Source: an optimization exercise on an open RTL-to-GDS flow (aim: small area and a short achievable clock period). Production flows keep margins and buffers that such runs may drop.
The RTL was checked by simulation tests, not by an equivalence proof against the original design.

Setup of before:
## alu_dpath
module alu_dpath (
  input  logic                 clk,
  input  logic                 rst_n,
  input  logic                 alu_req,
  input  logic                 alu_add,
  input  logic                 alu_sub,
  input  logic                 alu_xor,
  input  logic                 alu_sll,
  input  logic                 alu_srl,
  input  logic                 alu_sra,
  input  logic                 alu_or,
  input  logic                 alu_and,
  input  logic                 alu_slt,
  input  logic                 alu_sltu,
  input  logic                 alu_lui,
  input  logic                 alu_dot,
  input  logic [32-1:0] alu_op1,
  input  logic [32-1:0] alu_op2,
  input  logic [32-1:0] dot_a0,
  input  logic [32-1:0] dot_a1,
  input  logic [32-1:0] dot_a2,
  input  logic [32-1:0] dot_a3,
  input  logic [32-1:0] dot_a4,
  input  logic [32-1:0] dot_a5,
  input  logic [32-1:0] dot_a6,
  input  logic [32-1:0] dot_a7,
  input  logic                 bjp_req,
  input  logic [32-1:0] bjp_op1,
  input  logic [32-1:0] bjp_op2,
  input  logic                 bjp_add,
  input  logic                 bjp_cmp_eq,
  input  logic                 bjp_cmp_ne,
  input  logic                 bjp_cmp_lt,
  input  logic                 bjp_cmp_gt,
  ...
Size in the first run: roughly 64 flip-flops, about 640 I/O pins.
Settings: LEC_CHECK=0, ABC_AREA=1, CAP_MARGIN=25, CORE_MARGIN=2, CORE_UTILIZATION=50, PLACE_DENSITY=0.7, SETUP_SLACK_MARGIN=4, SLEW_MARGIN=25, SYNTH_HIERARCHICAL=1, BUFFER_PORTS_ARGS=-buffer_cell sky130_fd_sc_hd__buf_1, SKIP_GATE_CLONING=1; clock period 20.0 ns.
standard.sh (not shown) runs the stock make flow with config.mk's settings and CLKGATE_MAP_FILE= SYNTH_SCRIPT=/design/flow/synth_recipe.tcl, a recipe that flattens the netlist after the stock synthesis.
==> flow/flow/run.sh <==
#!/bin/bash
set -e
cp standard.sh standard_sh_copy.log
cp config.mk config_mk_orig.log
echo 'export BUFFER_PORTS_ARGS = -buffer_cell sky130_fd_sc_hd__buf_1' >> config.mk
echo 'export SKIP_GATE_CLONING = 1' >> config.mk
bash standard.sh > standard.log 2>&1
before finished every stage and its layout cleared the timing, design-rule and antenna checks.
Input-level comparison between after and before:
Settings: CORE_UTILIZATION changed from 50 to 45; PLACE_DENSITY changed from 0.7 to 0.65.
[summary]
Global routing met1 resource utilization (higher): before. From before to after the numbers moved as follows: worst-margin pin slew fell 140 ps; number of cells after detailed placement saw an increase; relative area change from synthesis to final layout climbed 0.96 points. In after the first-iteration DRC count turned out about 11% higher than in before. From before to after, worst hold path depth did not move at all. Changes observed in after relative to before: post-layout minimum cycle time picked up an extra 81 ps, total non-filler cell area in the finished layout picked up an extra about 0.9%.

* * *

Another version of the RTL of alu_dpath (not shown whole).
For scale: ~7,100 cells after synthesis, ~57,000 sq um of cells after synthesis.
==> flow/config.mk <==
export PLATFORM = sky130hd
export DESIGN_NAME = alu_dpath
export DESIGN_NICKNAME = alu_dpath
export VERILOG_FILES = /design/flow/design.v
export SDC_FILE = /design/flow/constraint.sdc
export NUM_CORES = 4
export LEC_CHECK = 0
export ABC_AREA = 1
export CAP_MARGIN = 25
export CORE_MARGIN = 2
export CORE_UTILIZATION = 45
export PLACE_DENSITY = 0.65
export SETUP_SLACK_MARGIN = 4
export SLEW_MARGIN = 25
export SYNTH_HIERARCHICAL = 1
export BUFFER_PORTS_ARGS = -buffer_cell sky130_fd_sc_hd__buf_1
==> flow/constraint.sdc <==
create_clock -name core_clock -period 20.0 [get_ports {clk}]
set_input_delay 4.0000 -clock core_clock [delete_from_list [all_inputs] [get_ports {clk}]]
set_output_delay 4.0000 -clock core_clock [all_outputs]
set_load 0.01 [all_outputs]
==> flow/flow/run.sh <==
#!/bin/bash
set -e
cp standard.sh standard_sh_copy.log
cp config.mk config_mk_orig.log
echo 'export BUFFER_PORTS_ARGS = -buffer_cell sky130_fd_sc_hd__buf_1' >> config.mk
bash standard.sh > standard.log 2>&1
==> next run, changes <==
==> flow/flow/run.sh (replaced) <==
#!/bin/bash
set -e
cp standard.sh standard_sh_copy.log
cp config.mk config_mk_orig.log
echo 'export BUFFER_PORTS_ARGS = -buffer_cell sky130_fd_sc_hd__buf_1' >> config.mk
echo 'export SKIP_GATE_CLONING = 1' >> config.mk
bash standard.sh > standard.log 2>&1
- SETUP_SLACK_MARGIN: 4 -> 3
- SKIP_GATE_CLONING: default -> 1
What happened: Flip-flop and latch count does not change. Worst hold slack barely changes. Via count drops by 1.1%.
==> next run, changes <==
- CORE_UTILIZATION: 45 -> 55
- PLACE_DENSITY: 0.65 -> 0.72
- SETUP_SLACK_MARGIN: 3 -> 4
Effect: Final cell count came out lower by 2.5%. Core utilization came out higher by 13 points. Setup slack improves by 0.96 ns. Sequential cell count does not change. Via count came out higher by 2.7%.

* * *

Starting RTL as in the previous note.
==> flow/config.mk <==
export PLATFORM = sky130hd
export DESIGN_NAME = alu_dpath
export DESIGN_NICKNAME = alu_dpath
export VERILOG_FILES = /design/flow/design.v
export SDC_FILE = /design/flow/constraint.sdc
export NUM_CORES = 4
export LEC_CHECK = 0
export ABC_AREA = 1
export CAP_MARGIN = 25
export CORE_MARGIN = 2
export CORE_UTILIZATION = 45
export PLACE_DENSITY = 0.65
export SETUP_SLACK_MARGIN = 4
export SLEW_MARGIN = 25
export SYNTH_HIERARCHICAL = 1
export BUFFER_PORTS_ARGS = -buffer_cell sky130_fd_sc_hd__buf_1
export SKIP_GATE_CLONING = 1
==> flow/constraint.sdc <==
create_clock -name core_clock -period 20.0 [get_ports {clk}]
set_input_delay 4.0000 -clock core_clock [delete_from_list [all_inputs] [get_ports {clk}]]
set_output_delay 4.0000 -clock core_clock [all_outputs]
set_load 0.01 [all_outputs]
==> flow/flow/run.sh <==
#!/bin/bash
set -e
cp standard.sh standard_sh_copy.log
cp config.mk config_mk_orig.log
echo 'export BUFFER_PORTS_ARGS = -buffer_cell sky130_fd_sc_hd__buf_1' >> config.mk
echo 'export SKIP_GATE_CLONING = 1' >> config.mk
bash standard.sh > standard.log 2>&1
Rerun with:
Settings changed: CORE_UTILIZATION 45 to 50, PLACE_DENSITY 0.65 to 0.8.
Synthesized area does not change.
Sequential share of layout area hardly moves.
Fmax went up by 1.2%.
Sequential cell count is unchanged.
Count of clock-buffer cells in the layout went down by 1.
Synthesized cell count is unchanged.
First-iteration DRC count went up by 15%.
Global-route usage went up by 6.0 points.
Die area went down by 9.9%.
Rerun with:
Settings changed: PLACE_DENSITY 0.8 to 0.7.
What happened: Worst setup slack gets better by 0.047 ns. Core utilization drops by 0.27 points. Final cell count is about the same. Clock-buffer cell count climbs by 1. Clock skew is unchanged. Critical path depth drops by 1. Fmax barely changes. Final area drops by 0.49%. Sequential share of layout area stays flat.
Rerun with:
==> flow/flow/run.sh (replaced) <==
#!/bin/bash
set -e
cp standard.sh standard_sh_copy.log
cp config.mk config_mk_orig.log
echo 'export BUFFER_PORTS_ARGS = -buffer_cell sky130_fd_sc_hd__buf_1' >> config.mk
bash standard.sh > standard.log 2>&1
Settings changed: SKIP_GATE_CLONING 1 to not set.
Effect: Synthesized cell count stays the same; routed wire length rises by 0.80%; cell count is about the same.

afterwards: timing with drivers on the ports:
The results above use ideal ports. As a check the final layouts listed here were re-extracted and re-timed, cells and wires unchanged. Step 1: set_driving_cell puts a clkbuf_16 on clk and a buf_2 on each other input, an assumption about the parent block. Step 2 moves the port delays by t, midway between the first and last clock arrival at a register: inputs arrive t later, outputs are due t later. That takes back most of the time a late clock gives input paths. a / b / c = ideal ports / drivers / drivers and shift; a / b = the first two.
run | t, ns | slack for setup (ns) | worst register clock-pin slew, ns
before | 0.359 | 3.795 / 3.769 / 3.769 | 0.06 / 0.06
after | 0.350 | 3.714 / 3.644 / 3.644 | 0.06 / 0.06
the first run of note 2 | 0.355 | 4.010 / 3.989 / 3.989 | 0.06 / 0.06
the second run of note 2 | 0.355 | 3.109 / 3.085 / 3.085 | 0.06 / 0.06
the third run of note 2 | 0.366 | 4.067 / 4.045 / 4.045 | 0.07 / 0.07
the first run of note 3 | 0.355 | 3.828 / 3.808 / 3.808 | 0.06 / 0.06
the second run of note 3 | 0.359 | 4.022 / 3.996 / 3.996 | 0.06 / 0.06
the third run of note 3 | 0.352 | 4.069 / 4.045 / 4.045 | 0.06 / 0.06
the fourth run of note 3 | 0.351 | 4.002 / 3.978 / 3.978 | 0.06 / 0.06
After both steps setup and hold are still met in every run listed. The setup slack of after, which loses most, moves by -0.070 ns with the drivers and by -0.070 ns with both steps.
